Source: an optimization exercise on an open RTL-to-GDS flow (aim: small area, a short achievable clock period and few clock cycles per item). Production flows keep margins and buffers that such runs may drop. No functional check of the RTL was part of any run shown here.

## flow/design.v

```verilog
package spab_pkg;
  localparam logic [1:0] MODE_8BIT  = 2'd0;
  localparam logic [1:0] MODE_16BIT = 2'd1;
  localparam logic [1:0] MODE_ARGB  = 2'd2;
  localparam logic REG_DEPTH_MODE = 1'b0;
  localparam logic REG_KEY_COLOR  = 1'b1;
  localparam logic [1:0]  DEPTH_MODE_RESET = MODE_ARGB;
  localparam logic [15:0] KEY_COLOR_RESET  = 16'h0000;
  localparam logic [7:0]  MAX8 = 8'd255;
  localparam logic [15:0] RECIP_255 = 16'h8081;
  localparam int NUM_CHAN = 3;
  localparam int DIV_W      = 24;
  localparam int DIV_STEPS  = 6;
  localparam int DIV_STAGES = DIV_W / DIV_STEPS;
  localparam int DIV_FIRST  = 2;
  localparam int DIV_LAST   = DIV_FIRST + DIV_STAGES - 1;
  localparam int Q_STAGE    = DIV_LAST + 1;
  localparam int OUT_STAGE  = Q_STAGE + 1;
  localparam int NUM_STAGES = OUT_STAGE + 1;
endpackage
import spab_pkg::*;
module sprite_pixel_alpha_blend (
  input  logic              clk,
  input  logic              rst,
  input  logic              item_valid,
  output logic              item_ready,
  input  logic [31:0]       src_pixel,
  input  logic [31:0]       dst_pixel,
  output logic              result_valid,
  input  logic              result_ready,
  output logic [31:0]       out_pixel,
  output logic              write_enable,
  input  logic              psel,
  input  logic              penable,
  input  logic              pwrite,
  input  logic [2:0]        paddr,
  input  logic [31:0]       pwdata,
  output logic [31:0]       prdata,
  output logic              pready
);
  localparam int S2_STEPS = 3;
  localparam int S3_STEPS = 3;
  logic [1:0]  depth_mode;
  logic [15:0] key_color;
  assign pready = 1'b1;
  always_ff @(posedge clk) begin
    if (rst) begin
      depth_mode <= DEPTH_MODE_RESET;
      key_color  <= KEY_COLOR_RESET;
    end else if (psel && penable && pwrite) begin
      case (paddr[2])
        REG_DEPTH_MODE: depth_mode <= pwdata[1:0];
        REG_KEY_COLOR:  key_color  <= pwdata[15:0];
        default: ;
      endcase
    end
  end
  assign prdata = ({32{paddr[2]}} & {16'b0, key_color}) | ({32{!paddr[2]}} & {30'b0, depth_mode});
  function automatic logic [15:0] div_steps(input logic [15:0] s, input logic [7:0] oa,
                                            input int n);
    logic [15:0] r;
    logic [8:0]  t;
    logic [9:0]  diff;
    r = s;
    for (int i = 0; i < 8; i++) begin
      if (i < n) begin
        t    = {r[15:8], r[7]};
        diff = {1'b0, t} - {2'b00, oa};
        r    = diff[9] ? {t[7:0], r[6:0], 1'b0} : {diff[7:0], r[6:0], 1'b1};
      end
    end
    div_steps = r;
  endfunction
  function automatic logic [7:0] div255(input logic [15:0] x);
    logic [16:0] y;
    y = 17'(x) + 17'(x[15:8]) + 17'd1;
    div255 = y[15:8];
  endfunction
  function automatic logic [15:0] div255w(input logic [23:0] x);
    logic [24:0] y;
    logic [40:0] z;
    y = 25'(x) + 25'd1;
    z = {y, 16'b0} + {8'b0, y, 8'b0} + {16'b0, y};
    div255w = z[39:24];
  endfunction
  logic v1, v2, v3, v4;
  logic h1, h2, h3, h4;
  logic blk;
  logic go, rj, ofree, take;
  logic [23:0] rgb4;
  logic [7:0]  oa4;
  logic        we4, az4;
  assign ofree      = !result_valid || result_ready;
  assign go         = v4 && h4 && ofree;
  assign rj         = v4 && !go;
  assign item_ready = !rj && !blk;
  assign take       = item_valid && item_ready;
  always_ff @(posedge clk) begin
    if (rst) begin
      v1  <= 1'b0;
      v2  <= 1'b0;
      v3  <= 1'b0;
      v4  <= 1'b0;
      h1  <= 1'b0;
      h2  <= 1'b0;
      h3  <= 1'b0;
      h4  <= 1'b0;
      blk <= 1'b0;
    end else begin
      v1  <= rj || take;
      v2  <= v1;
      v3  <= v2;
      v4  <= v3;
      h1  <= rj ? h4 : (take && !v1 && !v2 && !v3);
      h2  <= h1 || (go && !v3 && !v2 && v1);
      h3  <= h2 || (go && !v3 && v2);
      h4  <= h3 || (go && v3);
      blk <= (blk || rj) && (rj || take || v1 || v2 || v3);
    end
  end
  always_ff @(posedge clk) begin
    if (rst) begin
      result_valid <= 1'b0;
    end else if (ofree) begin
      result_valid <= go;
    end
  end
  always_ff @(posedge clk) begin
    if (go) begin
      out_pixel    <= {az4 ? 8'd0 : oa4, rgb4};
      write_enable <= we4;
    end
  end
  logic [7:0]  sa0, sa0m;
  logic [23:0] sc0, dc0;
  logic [15:0] wm0;
  logic        we0, az0;
  logic [31:0] word0;
  assign sa0m = (depth_mode == MODE_ARGB) ? src_pixel[31:24] : 8'd0;
  spab_mul8x8 u_w (.a(dst_pixel[31:24]), .b(~sa0m), .y(wm0));
  always_comb begin
    we0   = 1'b0;
    word0 = dst_pixel;
    sa0   = 8'd0;
    case (depth_mode)
      MODE_8BIT: begin
        if ({8'b0, src_pixel[7:0]} != key_color) begin
          we0   = 1'b1;
          word0 = {24'b0, src_pixel[7:0]};
        end
      end
      MODE_16BIT: begin
        if (src_pixel[15:0] != key_color) begin
          we0   = 1'b1;
          word0 = {16'b0, src_pixel[15:0]};
        end
      end
      MODE_ARGB: begin
        sa0 = src_pixel[31:24];
        we0 = src_pixel[31:24] != 8'd0;
      end
      default: ;
    endcase
    az0 = (sa0 == 8'd0) && (word0[31:24] == 8'd0);
    dc0 = word0[23:0];
    sc0 = src_pixel[23:0];
  end
  logic [7:0]  sa1, oa4m;
  logic [23:0] sc1, dc1;
  logic [15:0] w1;
  logic        we1, az1;
  assign oa4m = oa4 - 8'd1;
  always_ff @(posedge clk) begin
    sa1 <= rj ? 8'd0 : sa0;
    sc1 <= sc0;
    dc1 <= rj ? rgb4 : dc0;
    w1  <= (!rj && !az0) ? wm0 : (rj ? {oa4m, ~oa4m} : 16'd65025);
    we1 <= rj ? we4 : we0;
    az1 <= rj ? az4 : az0;
  end
  logic [7:0]  k1, r1, oa1;
  logic [NUM_CHAN-1:0][15:0] a1, b1;
  logic [NUM_CHAN-1:0][23:0] bp1;
  for (genvar c = 0; c < NUM_CHAN; c++) begin : g_mul
    spab_mul8x8  u_a (.a(sa1), .b(sc1[c*8 +: 8]), .y(a1[c]));
    spab_mul8x16 u_b (.a(dc1[c*8 +: 8]), .b(w1), .y(bp1[c]));
  end
  always_comb begin
    k1  = div255(w1);
    r1  = w1[7:0] + k1;
    oa1 = sa1 + k1 + {7'd0, r1 != 8'd0};
    for (int c = 0; c < NUM_CHAN; c++) begin
      b1[c] = div255w(bp1[c]);
    end
  end
  logic [7:0]  oa2;
  logic        we2, az2;
  logic [NUM_CHAN-1:0][15:0] a2, b2;
  always_ff @(posedge clk) begin
    oa2 <= oa1;
    we2 <= we1;
    az2 <= az1;
    a2  <= a1;
    b2  <= b1;
  end
  logic [NUM_CHAN-1:0][15:0] a2n, b2n;
  always_comb begin
    for (int c = 0; c < NUM_CHAN; c++) begin
      a2n[c] = div_steps(a2[c], oa2, S2_STEPS);
      b2n[c] = div_steps(b2[c], oa2, S2_STEPS);
    end
  end
  logic [7:0]  oa3;
  logic        we3, az3;
  logic [NUM_CHAN-1:0][15:0] a3, b3;
  always_ff @(posedge clk) begin
    oa3 <= oa2;
    we3 <= we2;
    az3 <= az2;
    a3  <= a2n;
    b3  <= b2n;
  end
  logic [NUM_CHAN-1:0][15:0] a3n, b3n;
  always_comb begin
    for (int c = 0; c < NUM_CHAN; c++) begin
      a3n[c] = div_steps(a3[c], oa3, S3_STEPS);
      b3n[c] = div_steps(b3[c], oa3, S3_STEPS);
    end
  end
  logic [NUM_CHAN-1:0][15:0] a4, b4;
  always_ff @(posedge clk) begin
    oa4 <= oa3;
    we4 <= we3;
    az4 <= az3;
    a4  <= a3n;
    b4  <= b3n;
  end
  logic [NUM_CHAN-1:0][15:0] a4n, b4n;
  always_comb begin
    for (int c = 0; c < NUM_CHAN; c++) begin
      a4n[c] = div_steps(a4[c], oa4, 8 - S2_STEPS - S3_STEPS);
      b4n[c] = div_steps(b4[c], oa4, 8 - S2_STEPS - S3_STEPS);
      rgb4[c*8 +: 8] = a4n[c][7:0] + b4n[c][7:0];
    end
  end
endmodule
module spab_mul8x8 (
  input  logic [7:0] a,
  input  logic [7:0] b,
  output logic [15:0] y
);
  wire n1 = a[0] & b[0];
  wire n2 = a[0] & b[1];
  wire n3 = a[0] & b[2];
  wire n4 = a[0] & b[3];
  wire n5 = a[0] & b[4];
  wire n6 = a[0] & b[5];
  wire n7 = a[0] & b[6];
  wire n8 = a[0] & b[7];
  wire n9 = a[1] & b[0];
  wire n10 = a[1] & b[1];
  wire n11 = a[1] & b[2];
  wire n12 = a[1] & b[3];
  wire n13 = a[1] & b[4];
  wire n14 = a[1] & b[5];
  wire n15 = a[1] & b[6];
  wire n16 = a[1] & b[7];
  wire n17 = a[2] & b[0];
  wire n18 = a[2] & b[1];
  wire n19 = a[2] & b[2];
  wire n20 = a[2] & b[3];
  wire n21 = a[2] & b[4];
  wire n22 = a[2] & b[5];
  wire n23 = a[2] & b[6];
  wire n24 = a[2] & b[7];
  wire n25 = a[3] & b[0];
  wire n26 = a[3] & b[1];
  wire n27 = a[3] & b[2];
  wire n28 = a[3] & b[3];
  wire n29 = a[3] & b[4];
  wire n30 = a[3] & b[5];
  wire n31 = a[3] & b[6];
  wire n32 = a[3] & b[7];
  wire n33 = a[4] & b[0];
  wire n34 = a[4] & b[1];
  wire n35 = a[4] & b[2];
  wire n36 = a[4] & b[3];
  wire n37 = a[4] & b[4];
  wire n38 = a[4] & b[5];
  wire n39 = a[4] & b[6];
  wire n40 = a[4] & b[7];
  wire n41 = a[5] & b[0];
  wire n42 = a[5] & b[1];
  wire n43 = a[5] & b[2];
  wire n44 = a[5] & b[3];
  wire n45 = a[5] & b[4];
  wire n46 = a[5] & b[5];
  wire n47 = a[5] & b[6];
  wire n48 = a[5] & b[7];
  wire n49 = a[6] & b[0];
  wire n50 = a[6] & b[1];
  wire n51 = a[6] & b[2];
  wire n52 = a[6] & b[3];
  wire n53 = a[6] & b[4];
  wire n54 = a[6] & b[5];
  wire n55 = a[6] & b[6];
  wire n56 = a[6] & b[7];
  wire n57 = a[7] & b[0];
  wire n58 = a[7] & b[1];
  wire n59 = a[7] & b[2];
  wire n60 = a[7] & b[3];
  wire n61 = a[7] & b[4];
  wire n62 = a[7] & b[5];
  wire n63 = a[7] & b[6];
  wire n64 = a[7] & b[7];
  wire n65 = n7 ^ n14;
  wire n66 = n7 & n14;
  wire n67 = n8 ^ n15 ^ n22;
  wire n68 = (n8 & n15) | (n8 & n22) | (n15 & n22);
  wire n69 = n29 ^ n36;
  wire n70 = n29 & n36;
  wire n71 = n16 ^ n23 ^ n30;
  wire n72 = (n16 & n23) | (n16 & n30) | (n23 & n30);
  wire n73 = n37 ^ n44;
  wire n74 = n37 & n44;
  wire n75 = n24 ^ n31 ^ n38;
  wire n76 = (n24 & n31) | (n24 & n38) | (n31 & n38);
  wire n77 = n5 ^ n12;
  wire n78 = n5 & n12;
  wire n79 = n6 ^ n13 ^ n20;
  wire n80 = (n6 & n13) | (n6 & n20) | (n13 & n20);
  wire n81 = n27 ^ n34;
  wire n82 = n27 & n34;
  wire n83 = n21 ^ n28 ^ n35;
  wire n84 = (n21 & n28) | (n21 & n35) | (n28 & n35);
  wire n85 = n42 ^ n49 ^ n65;
  wire n86 = (n42 & n49) | (n42 & n65) | (n49 & n65);
  wire n87 = n43 ^ n50 ^ n57;
  wire n88 = (n43 & n50) | (n43 & n57) | (n50 & n57);
  wire n89 = n66 ^ n67 ^ n69;
  wire n90 = (n66 & n67) | (n66 & n69) | (n67 & n69);
  wire n91 = n51 ^ n58 ^ n68;
  wire n92 = (n51 & n58) | (n51 & n68) | (n58 & n68);
  wire n93 = n70 ^ n71 ^ n73;
  wire n94 = (n70 & n71) | (n70 & n73) | (n71 & n73);
  wire n95 = n45 ^ n52 ^ n59;
  wire n96 = (n45 & n52) | (n45 & n59) | (n52 & n59);
  wire n97 = n72 ^ n74 ^ n75;
  wire n98 = (n72 & n74) | (n72 & n75) | (n74 & n75);
  wire n99 = n32 ^ n39 ^ n46;
  wire n100 = (n32 & n39) | (n32 & n46) | (n39 & n46);
  wire n101 = n53 ^ n60 ^ n76;
  wire n102 = (n53 & n60) | (n53 & n76) | (n60 & n76);
  wire n103 = n40 ^ n47 ^ n54;
  wire n104 = (n40 & n47) | (n40 & n54) | (n47 & n54);
  wire n105 = n4 ^ n11;
  wire n106 = n4 & n11;
  wire n107 = n19 ^ n26 ^ n33;
  wire n108 = (n19 & n26) | (n19 & n33) | (n26 & n33);
  wire n109 = n41 ^ n78 ^ n79;
  wire n110 = (n41 & n78) | (n41 & n79) | (n78 & n79);
  wire n111 = n80 ^ n82 ^ n83;
  wire n112 = (n80 & n82) | (n80 & n83) | (n82 & n83);
  wire n113 = n84 ^ n86 ^ n87;
  wire n114 = (n84 & n86) | (n84 & n87) | (n86 & n87);
  wire n115 = n88 ^ n90 ^ n91;
  wire n116 = (n88 & n90) | (n88 & n91) | (n90 & n91);
  wire n117 = n92 ^ n94 ^ n95;
  wire n118 = (n92 & n94) | (n92 & n95) | (n94 & n95);
  wire n119 = n96 ^ n98 ^ n99;
  wire n120 = (n96 & n98) | (n96 & n99) | (n98 & n99);
  wire n121 = n61 ^ n100 ^ n102;
  wire n122 = (n61 & n100) | (n61 & n102) | (n100 & n102);
  wire n123 = n48 ^ n55 ^ n62;
  wire n124 = (n48 & n55) | (n48 & n62) | (n55 & n62);
  wire n125 = n3 ^ n10;
  wire n126 = n3 & n10;
  wire n127 = n18 ^ n25 ^ n105;
  wire n128 = (n18 & n25) | (n18 & n105) | (n25 & n105);
  wire n129 = n77 ^ n106 ^ n107;
  wire n130 = (n77 & n106) | (n77 & n107) | (n106 & n107);
  wire n131 = n81 ^ n108 ^ n109;
  wire n132 = (n81 & n108) | (n81 & n109) | (n108 & n109);
  wire n133 = n85 ^ n110 ^ n111;
  wire n134 = (n85 & n110) | (n85 & n111) | (n110 & n111);
  wire n135 = n89 ^ n112 ^ n113;
  wire n136 = (n89 & n112) | (n89 & n113) | (n112 & n113);
  wire n137 = n93 ^ n114 ^ n115;
  wire n138 = (n93 & n114) | (n93 & n115) | (n114 & n115);
  wire n139 = n97 ^ n116 ^ n117;
  wire n140 = (n97 & n116) | (n97 & n117) | (n116 & n117);
  wire n141 = n101 ^ n118 ^ n119;
  wire n142 = (n101 & n118) | (n101 & n119) | (n118 & n119);
  wire n143 = n103 ^ n120 ^ n121;
  wire n144 = (n103 & n120) | (n103 & n121) | (n120 & n121);
  wire n145 = n104 ^ n122 ^ n123;
  wire n146 = (n104 & n122) | (n104 & n123) | (n122 & n123);
  wire n147 = n56 ^ n63 ^ n124;
  wire n148 = (n56 & n63) | (n56 & n124) | (n63 & n124);
  wire [15:0] ra = {1'b0, n64, n146, n144, n142, n140, n138, n136, n134, n132, n130, n128, n126, n17, n2, n1};
  wire [15:0] rb = {1'b0, n148, n147, n145, n143, n141, n139, n137, n135, n133, n131, n129, n127, n125, n9, 1'b0};
  assign y = ra + rb;
endmodule
module spab_mul8x16 (
  input  logic [7:0] a,
  input  logic [15:0] b,
  output logic [23:0] y
);
  wire n1 = a[0] & b[0];
  wire n2 = a[0] & b[1];
  wire n3 = a[0] & b[2];
  wire n4 = a[0] & b[3];
  wire n5 = a[0] & b[4];
  wire n6 = a[0] & b[5];
  wire n7 = a[0] & b[6];
  wire n8 = a[0] & b[7];
  wire n9 = a[0] & b[8];
  wire n10 = a[0] & b[9];
  wire n11 = a[0] & b[10];
  wire n12 = a[0] & b[11];
  wire n13 = a[0] & b[12];
  wire n14 = a[0] & b[13];
  wire n15 = a[0] & b[14];
  wire n16 = a[0] & b[15];
  wire n17 = a[1] & b[0];
  wire n18 = a[1] & b[1];
  wire n19 = a[1] & b[2];
  wire n20 = a[1] & b[3];
  wire n21 = a[1] & b[4];
  wire n22 = a[1] & b[5];
  wire n23 = a[1] & b[6];
  wire n24 = a[1] & b[7];
  wire n25 = a[1] & b[8];
  wire n26 = a[1] & b[9];
  wire n27 = a[1] & b[10];
  wire n28 = a[1] & b[11];
  wire n29 = a[1] & b[12];
  wire n30 = a[1] & b[13];
  wire n31 = a[1] & b[14];
  wire n32 = a[1] & b[15];
  wire n33 = a[2] & b[0];
  wire n34 = a[2] & b[1];
  wire n35 = a[2] & b[2];
  wire n36 = a[2] & b[3];
  wire n37 = a[2] & b[4];
  wire n38 = a[2] & b[5];
  wire n39 = a[2] & b[6];
  wire n40 = a[2] & b[7];
  wire n41 = a[2] & b[8];
  wire n42 = a[2] & b[9];
  wire n43 = a[2] & b[10];
  wire n44 = a[2] & b[11];
  wire n45 = a[2] & b[12];
  wire n46 = a[2] & b[13];
  wire n47 = a[2] & b[14];
  wire n48 = a[2] & b[15];
  wire n49 = a[3] & b[0];
  wire n50 = a[3] & b[1];
  wire n51 = a[3] & b[2];
  wire n52 = a[3] & b[3];
  wire n53 = a[3] & b[4];
  wire n54 = a[3] & b[5];
  wire n55 = a[3] & b[6];
  wire n56 = a[3] & b[7];
  wire n57 = a[3] & b[8];
  wire n58 = a[3] & b[9];
  wire n59 = a[3] & b[10];
  wire n60 = a[3] & b[11];
  wire n61 = a[3] & b[12];
  wire n62 = a[3] & b[13];
  wire n63 = a[3] & b[14];
  wire n64 = a[3] & b[15];
  wire n65 = a[4] & b[0];
  wire n66 = a[4] & b[1];
  wire n67 = a[4] & b[2];
  wire n68 = a[4] & b[3];
  wire n69 = a[4] & b[4];
  wire n70 = a[4] & b[5];
  wire n71 = a[4] & b[6];
  wire n72 = a[4] & b[7];
  wire n73 = a[4] & b[8];
  wire n74 = a[4] & b[9];
  wire n75 = a[4] & b[10];
  wire n76 = a[4] & b[11];
  wire n77 = a[4] & b[12];
  wire n78 = a[4] & b[13];
  wire n79 = a[4] & b[14];
  wire n80 = a[4] & b[15];
  wire n81 = a[5] & b[0];
  wire n82 = a[5] & b[1];
  wire n83 = a[5] & b[2];
  wire n84 = a[5] & b[3];
  wire n85 = a[5] & b[4];
  wire n86 = a[5] & b[5];
  wire n87 = a[5] & b[6];
  wire n88 = a[5] & b[7];
  wire n89 = a[5] & b[8];
  wire n90 = a[5] & b[9];
  wire n91 = a[5] & b[10];
  wire n92 = a[5] & b[11];
  wire n93 = a[5] & b[12];
  wire n94 = a[5] & b[13];
  wire n95 = a[5] & b[14];
  wire n96 = a[5] & b[15];
  wire n97 = a[6] & b[0];
  wire n98 = a[6] & b[1];
  wire n99 = a[6] & b[2];
  wire n100 = a[6] & b[3];
  wire n101 = a[6] & b[4];
  wire n102 = a[6] & b[5];
  wire n103 = a[6] & b[6];
  wire n104 = a[6] & b[7];
  wire n105 = a[6] & b[8];
  wire n106 = a[6] & b[9];
  wire n107 = a[6] & b[10];
  wire n108 = a[6] & b[11];
  wire n109 = a[6] & b[12];
  wire n110 = a[6] & b[13];
  wire n111 = a[6] & b[14];
  wire n112 = a[6] & b[15];
  wire n113 = a[7] & b[0];
  wire n114 = a[7] & b[1];
  wire n115 = a[7] & b[2];
  wire n116 = a[7] & b[3];
  wire n117 = a[7] & b[4];
  wire n118 = a[7] & b[5];
  wire n119 = a[7] & b[6];
  wire n120 = a[7] & b[7];
  wire n121 = a[7] & b[8];
  wire n122 = a[7] & b[9];
  wire n123 = a[7] & b[10];
  wire n124 = a[7] & b[11];
  wire n125 = a[7] & b[12];
  wire n126 = a[7] & b[13];
  wire n127 = a[7] & b[14];
  wire n128 = a[7] & b[15];
  wire n129 = n7 ^ n22;
  wire n130 = n7 & n22;
  wire n131 = n8 ^ n23 ^ n38;
  wire n132 = (n8 & n23) | (n8 & n38) | (n23 & n38);
  wire n133 = n53 ^ n68;
  wire n134 = n53 & n68;
  wire n135 = n9 ^ n24 ^ n39;
  wire n136 = (n9 & n24) | (n9 & n39) | (n24 & n39);
  wire n137 = n54 ^ n69 ^ n84;
  wire n138 = (n54 & n69) | (n54 & n84) | (n69 & n84);
  wire n139 = n10 ^ n25 ^ n40;
  wire n140 = (n10 & n25) | (n10 & n40) | (n25 & n40);
  wire n141 = n55 ^ n70 ^ n85;
  wire n142 = (n55 & n70) | (n55 & n85) | (n70 & n85);
  wire n143 = n11 ^ n26 ^ n41;
  wire n144 = (n11 & n26) | (n11 & n41) | (n26 & n41);
  wire n145 = n56 ^ n71 ^ n86;
  wire n146 = (n56 & n71) | (n56 & n86) | (n71 & n86);
  wire n147 = n12 ^ n27 ^ n42;
  wire n148 = (n12 & n27) | (n12 & n42) | (n27 & n42);
  wire n149 = n57 ^ n72 ^ n87;
  wire n150 = (n57 & n72) | (n57 & n87) | (n72 & n87);
  wire n151 = n13 ^ n28 ^ n43;
  wire n152 = (n13 & n28) | (n13 & n43) | (n28 & n43);
  wire n153 = n58 ^ n73 ^ n88;
  wire n154 = (n58 & n73) | (n58 & n88) | (n73 & n88);
  wire n155 = n14 ^ n29 ^ n44;
  wire n156 = (n14 & n29) | (n14 & n44) | (n29 & n44);
  wire n157 = n59 ^ n74 ^ n89;
  wire n158 = (n59 & n74) | (n59 & n89) | (n74 & n89);
  wire n159 = n15 ^ n30 ^ n45;
  wire n160 = (n15 & n30) | (n15 & n45) | (n30 & n45);
  wire n161 = n60 ^ n75 ^ n90;
  wire n162 = (n60 & n75) | (n60 & n90) | (n75 & n90);
  wire n163 = n16 ^ n31 ^ n46;
  wire n164 = (n16 & n31) | (n16 & n46) | (n31 & n46);
  wire n165 = n61 ^ n76 ^ n91;
  wire n166 = (n61 & n76) | (n61 & n91) | (n76 & n91);
  wire n167 = n32 ^ n47 ^ n62;
  wire n168 = (n32 & n47) | (n32 & n62) | (n47 & n62);
  wire n169 = n77 ^ n92;
  wire n170 = n77 & n92;
  wire n171 = n48 ^ n63 ^ n78;
  wire n172 = (n48 & n63) | (n48 & n78) | (n63 & n78);
  wire n173 = n5 ^ n20;
  wire n174 = n5 & n20;
  wire n175 = n6 ^ n21 ^ n36;
  wire n176 = (n6 & n21) | (n6 & n36) | (n21 & n36);
  wire n177 = n51 ^ n66;
  wire n178 = n51 & n66;
  wire n179 = n37 ^ n52 ^ n67;
  wire n180 = (n37 & n52) | (n37 & n67) | (n52 & n67);
  wire n181 = n82 ^ n97 ^ n129;
  wire n182 = (n82 & n97) | (n82 & n129) | (n97 & n129);
  wire n183 = n83 ^ n98 ^ n113;
  wire n184 = (n83 & n98) | (n83 & n113) | (n98 & n113);
  wire n185 = n130 ^ n131 ^ n133;
  wire n186 = (n130 & n131) | (n130 & n133) | (n131 & n133);
  wire n187 = n99 ^ n114 ^ n132;
  wire n188 = (n99 & n114) | (n99 & n132) | (n114 & n132);
  wire n189 = n134 ^ n135 ^ n137;
  wire n190 = (n134 & n135) | (n134 & n137) | (n135 & n137);
  wire n191 = n100 ^ n115 ^ n136;
  wire n192 = (n100 & n115) | (n100 & n136) | (n115 & n136);
  wire n193 = n138 ^ n139 ^ n141;
  wire n194 = (n138 & n139) | (n138 & n141) | (n139 & n141);
  wire n195 = n101 ^ n116 ^ n140;
  wire n196 = (n101 & n116) | (n101 & n140) | (n116 & n140);
  wire n197 = n142 ^ n143 ^ n145;
  wire n198 = (n142 & n143) | (n142 & n145) | (n143 & n145);
  wire n199 = n102 ^ n117 ^ n144;
  wire n200 = (n102 & n117) | (n102 & n144) | (n117 & n144);
  wire n201 = n146 ^ n147 ^ n149;
  wire n202 = (n146 & n147) | (n146 & n149) | (n147 & n149);
  wire n203 = n103 ^ n118 ^ n148;
  wire n204 = (n103 & n118) | (n103 & n148) | (n118 & n148);
  wire n205 = n150 ^ n151 ^ n153;
  wire n206 = (n150 & n151) | (n150 & n153) | (n151 & n153);
  wire n207 = n104 ^ n119 ^ n152;
  wire n208 = (n104 & n119) | (n104 & n152) | (n119 & n152);
  wire n209 = n154 ^ n155 ^ n157;
  wire n210 = (n154 & n155) | (n154 & n157) | (n155 & n157);
  wire n211 = n105 ^ n120 ^ n156;
  wire n212 = (n105 & n120) | (n105 & n156) | (n120 & n156);
  wire n213 = n158 ^ n159 ^ n161;
  wire n214 = (n158 & n159) | (n158 & n161) | (n159 & n161);
  wire n215 = n106 ^ n121 ^ n160;
  wire n216 = (n106 & n121) | (n106 & n160) | (n121 & n160);
  wire n217 = n162 ^ n163 ^ n165;
  wire n218 = (n162 & n163) | (n162 & n165) | (n163 & n165);
  wire n219 = n107 ^ n122 ^ n164;
  wire n220 = (n107 & n122) | (n107 & n164) | (n122 & n164);
  wire n221 = n166 ^ n167 ^ n169;
  wire n222 = (n166 & n167) | (n166 & n169) | (n167 & n169);
  wire n223 = n93 ^ n108 ^ n123;
  wire n224 = (n93 & n108) | (n93 & n123) | (n108 & n123);
  wire n225 = n168 ^ n170 ^ n171;
  wire n226 = (n168 & n170) | (n168 & n171) | (n170 & n171);
  wire n227 = n64 ^ n79 ^ n94;
  wire n228 = (n64 & n79) | (n64 & n94) | (n79 & n94);
  wire n229 = n109 ^ n124 ^ n172;
  wire n230 = (n109 & n124) | (n109 & n172) | (n124 & n172);
  wire n231 = n80 ^ n95 ^ n110;
  wire n232 = (n80 & n95) | (n80 & n110) | (n95 & n110);
  wire n233 = n4 ^ n19;
  wire n234 = n4 & n19;
  wire n235 = n35 ^ n50 ^ n65;
  wire n236 = (n35 & n50) | (n35 & n65) | (n50 & n65);
  wire n237 = n81 ^ n174 ^ n175;
  wire n238 = (n81 & n174) | (n81 & n175) | (n174 & n175);
  wire n239 = n176 ^ n178 ^ n179;
  wire n240 = (n176 & n178) | (n176 & n179) | (n178 & n179);
  wire n241 = n180 ^ n182 ^ n183;
  wire n242 = (n180 & n182) | (n180 & n183) | (n182 & n183);
  wire n243 = n184 ^ n186 ^ n187;
  wire n244 = (n184 & n186) | (n184 & n187) | (n186 & n187);
  wire n245 = n188 ^ n190 ^ n191;
  wire n246 = (n188 & n190) | (n188 & n191) | (n190 & n191);
  wire n247 = n192 ^ n194 ^ n195;
  wire n248 = (n192 & n194) | (n192 & n195) | (n194 & n195);
  wire n249 = n196 ^ n198 ^ n199;
  wire n250 = (n196 & n198) | (n196 & n199) | (n198 & n199);
  wire n251 = n200 ^ n202 ^ n203;
  wire n252 = (n200 & n202) | (n200 & n203) | (n202 & n203);
  wire n253 = n204 ^ n206 ^ n207;
  wire n254 = (n204 & n206) | (n204 & n207) | (n206 & n207);
  wire n255 = n208 ^ n210 ^ n211;
  wire n256 = (n208 & n210) | (n208 & n211) | (n210 & n211);
  wire n257 = n212 ^ n214 ^ n215;
  wire n258 = (n212 & n214) | (n212 & n215) | (n214 & n215);
  wire n259 = n216 ^ n218 ^ n219;
  wire n260 = (n216 & n218) | (n216 & n219) | (n218 & n219);
  wire n261 = n220 ^ n222 ^ n223;
  wire n262 = (n220 & n222) | (n220 & n223) | (n222 & n223);
  wire n263 = n224 ^ n226 ^ n227;
  wire n264 = (n224 & n226) | (n224 & n227) | (n226 & n227);
  wire n265 = n125 ^ n228 ^ n230;
  wire n266 = (n125 & n228) | (n125 & n230) | (n228 & n230);
  wire n267 = n96 ^ n111 ^ n126;
  wire n268 = (n96 & n111) | (n96 & n126) | (n111 & n126);
  wire n269 = n3 ^ n18;
  wire n270 = n3 & n18;
  wire n271 = n34 ^ n49 ^ n233;
  wire n272 = (n34 & n49) | (n34 & n233) | (n49 & n233);
  wire n273 = n173 ^ n234 ^ n235;
  wire n274 = (n173 & n234) | (n173 & n235) | (n234 & n235);
  wire n275 = n177 ^ n236 ^ n237;
  wire n276 = (n177 & n236) | (n177 & n237) | (n236 & n237);
  wire n277 = n181 ^ n238 ^ n239;
  wire n278 = (n181 & n238) | (n181 & n239) | (n238 & n239);
  wire n279 = n185 ^ n240 ^ n241;
  wire n280 = (n185 & n240) | (n185 & n241) | (n240 & n241);
  wire n281 = n189 ^ n242 ^ n243;
  wire n282 = (n189 & n242) | (n189 & n243) | (n242 & n243);
  wire n283 = n193 ^ n244 ^ n245;
  wire n284 = (n193 & n244) | (n193 & n245) | (n244 & n245);
  wire n285 = n197 ^ n246 ^ n247;
  wire n286 = (n197 & n246) | (n197 & n247) | (n246 & n247);
  wire n287 = n201 ^ n248 ^ n249;
  wire n288 = (n201 & n248) | (n201 & n249) | (n248 & n249);
  wire n289 = n205 ^ n250 ^ n251;
  wire n290 = (n205 & n250) | (n205 & n251) | (n250 & n251);
  wire n291 = n209 ^ n252 ^ n253;
  wire n292 = (n209 & n252) | (n209 & n253) | (n252 & n253);
  wire n293 = n213 ^ n254 ^ n255;
  wire n294 = (n213 & n254) | (n213 & n255) | (n254 & n255);
  wire n295 = n217 ^ n256 ^ n257;
  wire n296 = (n217 & n256) | (n217 & n257) | (n256 & n257);
  wire n297 = n221 ^ n258 ^ n259;
  wire n298 = (n221 & n258) | (n221 & n259) | (n258 & n259);
  wire n299 = n225 ^ n260 ^ n261;
  wire n300 = (n225 & n260) | (n225 & n261) | (n260 & n261);
  wire n301 = n229 ^ n262 ^ n263;
  wire n302 = (n229 & n262) | (n229 & n263) | (n262 & n263);
  wire n303 = n231 ^ n264 ^ n265;
  wire n304 = (n231 & n264) | (n231 & n265) | (n264 & n265);
  wire n305 = n232 ^ n266 ^ n267;
  wire n306 = (n232 & n266) | (n232 & n267) | (n266 & n267);
  wire n307 = n112 ^ n127 ^ n268;
  wire n308 = (n112 & n127) | (n112 & n268) | (n127 & n268);
  wire [23:0] ra = {1'b0, n128, n306, n304, n302, n300, n298, n296, n294, n292, n290, n288, n286, n284, n282, n280, n278, n276, n274, n272, n270, n33, n2, n1};
  wire [23:0] rb = {1'b0, n308, n307, n305, n303, n301, n299, n297, n295, n293, n291, n289, n287, n285, n283, n281, n279, n277, n275, n273, n271, n269, n17, 1'b0};
  assign y = ra + rb;
endmodule
```

## flow/flow/run.sh

```bash
#!/bin/bash
# The standard layout, with two changes to how it is made (the SDC is unchanged):
# - timing repair aims below the clock period: repair_timing keeps working until every path
#   has SETUP_SLACK_MARGIN ns of slack;
# - the port buffers that the standard flow puts on every input and output are plain buffers
#   rather than the delay cells buffer_ports picks on its own.
set -euo pipefail
bash standard.sh SETUP_SLACK_MARGIN=${MARGIN:-9.6} \
  "BUFFER_PORTS_ARGS=-buffer_cell sky130_fd_sc_hd__buf_1" finish > standard_flow.log 2>&1
```

## flow/standard.sh

```bash
#!/bin/bash
# synth_recipe.tcl (not shown) runs the flow's synth.tcl, then flattens the netlist and writes it again
# the make line also repeats each setting of config.mk as NAME=value (left out here)
make -C /OpenROAD-flow-scripts/flow DESIGN_CONFIG=/design/flow/config.mk WORK_HOME=/design/flow/orfs CLKGATE_MAP_FILE= SYNTH_SCRIPT=/design/flow/synth_recipe.tcl "${@:-finish}"
```

## flow/config.mk

```make
export PLATFORM = sky130hd
export DESIGN_NAME = sprite_pixel_alpha_blend
export DESIGN_NICKNAME = sprite_pixel_alpha_blend
export VERILOG_FILES = /design/flow/design.v
export SDC_FILE = /design/flow/constraint.sdc
export NUM_CORES = 4
export LEC_CHECK = 0
export CAP_MARGIN = 20
export CORE_MARGIN = 2
export CORE_UTILIZATION = 60
export CTS_BUF_LIST = sky130_fd_sc_hd__clkbuf_4
export SLEW_MARGIN = 20
```

## flow/constraint.sdc

```tcl
create_clock -name core_clock -period 17.0 [get_ports {clk}]
set_input_delay 3.4000 -clock core_clock [delete_from_list [all_inputs] [get_ports {clk}]]
set_output_delay 3.4000 -clock core_clock [all_outputs]
set_load 0.01 [all_outputs]
```

==> results of run 1 <==
[logic make-up after synthesis]
kind of cell,count (synthesis),share of synthesized area (%)
and+or+nand+nor,1623,15.62
AOI/OAI and AO/OA,979,12.24
buffers and inverters,1010,7.482
DFF,453,18.17
other,2,0.01452
xor gates and xnor gates,365,6.180
muxes,237,5.056
adders and majority gates,1176,35.24
[flip-flops by register name, indices dropped and copies added (netlist names), 24 cells and up]
register / flops
a2: 48
out_pixel: 32
b4: 48
a3: 48
b3: 48
a4: 48
dc1: 24
b2: 48
sc1: 24
[what timing repair did]
action                     CTS  global route
gates cloned                 3             4
resized for setup          171           210
setup buffers               52            66
setup endpoints to repair  168           155
pin swaps                   37           101
[cells in the mapped netlist (9+ instances only)]
cell	count	share of area, %
o21ai_1	28	0.27
a211o_1	10	0.17
o221ai_1	10	0.17
xnor2_1	239	4.0
nor3_1	75	0.73
nand2b_1	66	0.80
a21boi_0	34	0.49
o31ai_1	32	0.46
ha_1	708	17
nor2b_1	88	1.1
and2_1	451	5.5
nand3_1	33	0.32
and3_1	21	0.25
dfxtp_1	420	16
xor2_1	126	2.1
o21ai_0	221	2.1
fa_1	468	18
nor4_1	11	0.13
nand2_1	513	3.7
buf_4	17	0.25
a211oi_1	12	0.17
edfxtp_1	33	1.9
a21oi_1	289	2.8
inv_1	863	6.3
o211ai_1	11	0.16
o31a_1	9	0.15
or3_1	21	0.25
a21boi_1	21	0.30
mux2_2	186	4.0
a21o_1	100	1.5
clkbuf_1	118	0.86
a31oi_1	12	0.15
nor2_1	287	2.1
a221oi_1	12	0.20
o21a_1	47	0.68
mux2i_1	49	0.95
nand4_1	19	0.23
o21bai_1	53	0.77
or2_2	16	0.19
[per-layer routing]
metal	vias up	share of wire (%)	track usage, %
met3	197	5.5	4.097
met1	19690	46	41.28
li1	19850	-	-
met4	4	2.6	7.876
met5	-	0.019	0
met2	954	46	49.41
[area by class of cell]
class | instances | area (µm²)
flip-flops and latches | 453 | 9477
well taps | 1144 | 1431
inverters | 865 | 3266
multi-input cells | 4397 | 39840
repair buffers | 323 | 2352
clock inverters | 45 | 266.5
fillers | 7189 | 27470
clock buffers | 156 | 1171
diodes | 4 | 10.01
[worst paths after layout]
| path | cells after the start | endpoint | slack [ns] | startpoint |
|---|---|---|---|---|
| setup reg to reg | 29 | b2[15]$_DFF_P_ | 9.82 | w1[7]$_DFF_P_ |
| hold / removal | 0 | a3[23]$_DFF_P_ | 0.30 | a2[20]$_DFF_P_ |
| setup / recovery | 7 | item_ready | 9.52 | result_ready |
| hold reg to reg | 0 | a3[23]$_DFF_P_ | 0.30 | a2[20]$_DFF_P_ |
[cells in the final DEF (no fill, tap or decap), types with 185 or more instances in the layout]
cell type,netlist,final
a21oi_1,289,262
nor2_1,287,277
dfxtp_1,420,392
nand2_1,513,502
xnor2_1,239,233
mux2_2,186,185
ha_1,708,678
inv_1,863,855
and2_1,451,451
fa_1,468,462
==> flow_summary.toml, run 1 <==
[global_route]
grt_max_degree = 37
first_global_vias = 40560
grt_remaining_overflow = 0
grt.total_usage_pct = 29.93
grt_pass1_wl_um = 212500
antenna_found_initial = 8

[place]
place_area_mm2 = 0.05364
dpl.cell_count = 7057
portBuffers = 138
dp_hpwl_um = 99930
pre_cts_ws_ns = 8.208
gp_congestion = 0.8709

[setup_path]
critical_path.max_stage_delay_ns = 0.14
cp-start-kind = "primary input"
cp_slowest_cell = "nor2b_4"
end_kind = "output port"
critPathBufInv = 3
cp.required_ns = 13.60
path_max_fanout = 2
critPathArrivalTime_ns = 4.08
path_delay_family = "simple AND/OR/NAND/NOR gates"
path_cells = "buf_6 > nor2b_4 > nor2_4 > nor2b_4 > buf_12 > nor2_4 > buf_6"
path_class = "in -> out"

[cells_and_area]
drive_gt1_share_pct = 13.16
final_area_mm2 = 0.05781
nNetsFinal = 7435
fin_util_pct = 67.79
final_cells = 7387
syn2layout_area_growth_pct = 11.77

[cts]
worstSkewPairLatency_ns = 0.95
cts-root-buf = "clkbuf_4"
cts_tree = "yes"
clock-sinks = 453
cts_hold_buf = 0
cts.htree.levels = 3
cts_buffer_depth = 3
path_clk_slew_ns = 0.06
cts_made_buffers = 113

[route]
vias = 40700
post_drt_wl_per_cell_um = 18.09
drtAntennaViolNets = 0
drc = 0
drt-initial-drc-count = 2081
dr.pass1.iters = 5
viasPerCell = 5.509
wirelength_um = 133700

[timing]
fin_crit_sh_pct = 44.00
hold_violations = 0
holdWs_ns = 0.3046
setup_tns_ns = 0
setup_slack_ns = 9.521
tightest_slew_ns = 1.151
fmax_ghz = 0.1337
setup-violations-final = 0
rsz0062_at_grt = "true"
skew_ns = 0.05332
fin_crit_ns = 7.479
max_slew_margin_pct = 22.97
final_max_slew_viol_count = 0

[die]
die_y_um = 297.6
die-area_mm2 = 0.08857
pin_count = 174
num_rows = 107
start_util_pct = 60.65
die_w_um = 297.6
fp.coreArea_mm2 = 0.08528

[outcome]
status = "timing/DRC/antenna clean"

[hold_path]
holdCritPathClass = "reg -> reg"

[synth]
synth_ff_type = "dfxtp_1"
ys_types = 83
synth_enable_flop_cells = 33
ys_ff_latch = 453
ys_seq_area_share_pct = 18.17
async_reset_ff_share_pct = 0
ys.warnings.count = 1
syn-cell-area_mm2 = 0.05173
avgSynthCellArea_um2 = 8.850
synth_cells = 5845

[job]
cap_viol_max_count = 0
==> inputs of run 2 (changes only) <==
--- a/flow/design.v
+++ b/flow/design.v
@@ -95,3 +95,3 @@
   assign rj         = v4 && !go;
-  assign item_ready = !rj && !blk;
+  assign item_ready = (!blk && (!v4 || (h4 && !result_valid))) || (!blk && v4 && h4 && result_ready);
   assign take       = item_valid && item_ready;
==> run 2 against run 1 <==
Effect of this change:
- fmax shrank 0.17%
- critical path type unchanged
- sequential share of layout area shrank 0.23 points
- largest cell class unchanged
- synthesized cell count shrank 0.31%
==> flow_summary.toml, run 2 <==
[place]
portBuffers = 138
dp_hpwl_um = 101000
gp_congestion = 0.9059
pre_cts_ws_ns = 8.119

[job]
cap_viol_max_count = 0

[cts]
cts_buffer_depth = 3
cts_made_buffers = 134
cts.htree.levels = 4
path_clk_slew_ns = 0.07
cts_hold_buf = 0
worstSkewPairLatency_ns = 1.04
cts-root-buf = "clkbuf_4"
cts_tree = "yes"
clock-sinks = 453

[synth]
ys_seq_area_share_pct = 18.19
yosys-top-cells-count = "inv_1 (870), ha_1 (708), nand2_1 (525), fa_1 (468), and2_1 (454)"
yosysMostFrequentCell = "inv_1"
synth-xor-area-share_pct = 6.068
synth_cells = 5827
syn-cell-area_mm2 = 0.05167
synth_ff_type = "dfxtp_1"
synthMuxAreaShare_pct = 5.298
avgSynthCellArea_um2 = 8.867
async_reset_ff_share_pct = 0
ys_types = 75
yosys-top-cells-area = "fa_1 (18%), ha_1 (17%), dfxtp_1 (16%)"
synth_enable_flop_cells = 33
yosys.area_share.simple_pct = 15.45
ys_ff_latch = 453
ys.warnings.count = 1
synth-compound-area-share_pct = 12.31
yosysTopAreaCellShare_pct = 18.13
synthAdderAreaFrac_pct = 35.28
yosysTopAreaCell = "fa_1"
synth_top_family_by_area = "adder cells"

[timing]
fmax_ghz = 0.1335
tightest_slew_ns = 1.300
skew_ns = 0.07538
setup_slack_ns = 9.508
rsz0062_at_grt = "true"
max_slew_margin_pct = 13.33
fin_crit_sh_pct = 44.07
setup-violations-final = 0
final_max_slew_viol_count = 0
holdWs_ns = 0.2720
hold_violations = 0
setup_tns_ns = 0
fin_crit_ns = 7.492

[cells_and_area]
syn2layout_area_growth_pct = 13.50
final_cell_mix = "inv_1 (859), ha_1 (687), nand2_1 (511)"
fin_util_pct = 68.77
drive_gt1_share_pct = 14.22
nNetsFinal = 7496
final_common_cell = "inv_1"

[setup_path]
cp.required_ns = 13.60
end_kind = "output port"
critPathBufInv = 4
critical_path.max_stage_delay_ns = 0.15
cpMostUsedCell = "buf_12"
reg2reg_depth = 30
regToRegSetupSlack_ns = 9.69
cp-start-kind = "primary input"
path_cells = "buf_12 > inv_12 > nand2_4 > nand2_2 > and2_4 > buf_12 > nor2_4 > buf_6"
path_class = "in -> out"
r2r_end = "b2[13]$_DFF_P_"
path_max_fanout = 2
path_depth = 8
r2r-start = "w1[5]$_DFF_P_"
path_delay_family = "buffers and inverters"
cp_slowest_cell = "and2_4"
critPathArrivalTime_ns = 4.09

[die]
die_w_um = 297.5
pin_count = 174
die-area_mm2 = 0.08848
fp.coreArea_mm2 = 0.08528
num_rows = 107
die_y_um = 297.5
start_util_pct = 60.59

[global_route]
grt_max_degree = 30
grt_pass1_wl_um = 216100
antenna_found_initial = 5
first_global_vias = 40440
grt_remaining_overflow = 0
grt.total_usage_pct = 30.96

[hold_path]
hold_end = "b3[3]$_DFF_P_"
hp-start = "b2[0]$_DFF_P_"
hold_path_depth = 0
holdCritPathClass = "reg -> reg"

[route]
vias = 41210
drtAntennaViolNets = 0
dr.pass1.iters = 7
drc = 0
viasPerCell = 5.515
wirelength_um = 140800
post_drt_wl_per_cell_um = 18.84
drt-initial-drc-count = 2265

[outcome]
status = "timing/DRC/antenna clean"
## run 2: metrics by stage
step | std cells | cell area, µm²
3_5_place_dp | 7057 | 53730
3_3_place_gp | 7057 | 53730
6_report | 7473 | 58650
4_1_cts | 7359 | 56780
2_1_floorplan | 5842 | 51830
5_1_grt | 7469 | 58640
## run 2: cell type report
cell class	instances	area (µm²)
Sequential cell	453	9479
Tap cell	1144	1431
Fill cell	7132	26630
Multi-Input combinational cell	4388	39780
Clock inverter	64	457.9
Timing Repair inverter	1	5.005
Timing Repair Buffer	366	2840
Inverter	870	3293
Clock buffer	179	1344
Antenna cell	8	20.02
## run 2: timing repair
item | CTS | global route
endpoints found under the setup margin | 167 | 160
pin swaps | 37 | 97
setup buffers | 55 | 97
gates resized for setup | 163 | 227
cloned | 4 | 9
endpoints found under the hold margin | 0 | 0
## run 2: worst register-to-register path: cells and delay by family, from the launching register on
kind	cells	cell delay, ns
adders and majority gates	7	2.84
xor gates and xnor gates	2	0.34
buffers and inverters	6	0.59
DFF	1	0.40
and+or+nand+nor	7	1.73
AOI/OAI and AO/OA	8	1.37
## run 2: worst max path at each step
stage / startpoint / end / slack [ns]
3_3_place_gp: oa2[1]$_DFF_P_ / b3[26]$_DFF_P_ / 8.16
4_1_cts: result_ready / item_ready / 9.51
6_report: result_ready / item_ready / 9.51
3_5_place_dp: oa2[1]$_DFF_P_ / b3[27]$_DFF_P_ / 8.12
5_1_grt: w1[5]$_DFF_P_ / b2[14]$_DFF_P_ / 9.42
2_1_floorplan: result_ready / item_ready / 9.42
## run 2: layer usage
| metal | global-route usage [%] | vias to the layer above | routed length [µm] |
|---|---|---|---|
| met4 | 9.620 | 0 | 3670 |
| li1 | - | 20010 | - |
| met1 | 43.14 | 19940 | 64960 |
| met3 | 4.923 | 192 | 8543 |
| met2 | 49.39 | 1065 | 63640 |
| met5 | 0 | - | 0 |
## run 2: cells by family (layout without fill, tap and decap cells)
family,Yosys count,after routing
AO/OA/AOI/OAI,989,989
XOR/XNOR,358,358
adder cells (fa/ha/maj),1176,1176
buffers and inverters,1001,1480
flip-flops,453,453
multiplexers,249,249
other,2,25
AND/OR/NAND/NOR,1599,1599

==> port drivers added, routing unchanged <==
The flow's constraints put no driver on any port. The routed layouts listed below were extracted and timed again, unchanged, in two steps.
Step 1 sets driving cells, clkbuf_16 on the clock port and buf_2 on the other inputs (assumed; they add their load-dependent delay and slew).
Step 2 times the ports against the registers' clock, not the clock port: input delays grow and output delays shrink by t, the midpoint of the rising clock arrivals with the driver on.
Three values: ideal, step 1, step 2; two values: the first two.
run	t, ns	slack for setup (ns)	clock arrival spread, ns	worst register clock-pin slew, ns	pins driven straight from the clock port
run 1	0.992	9.521 / 9.489 / 9.436	0.061 / 0.061	0.08 / 0.08	1
run 2	1.077	9.508 / 9.433 / 9.164	0.075 / 0.075	0.09 / 0.09	1
After both steps every run listed still meets setup and hold. The setup slack of run 2, which loses most, moves by -0.075 ns with the drivers and by -0.344 ns with both steps.
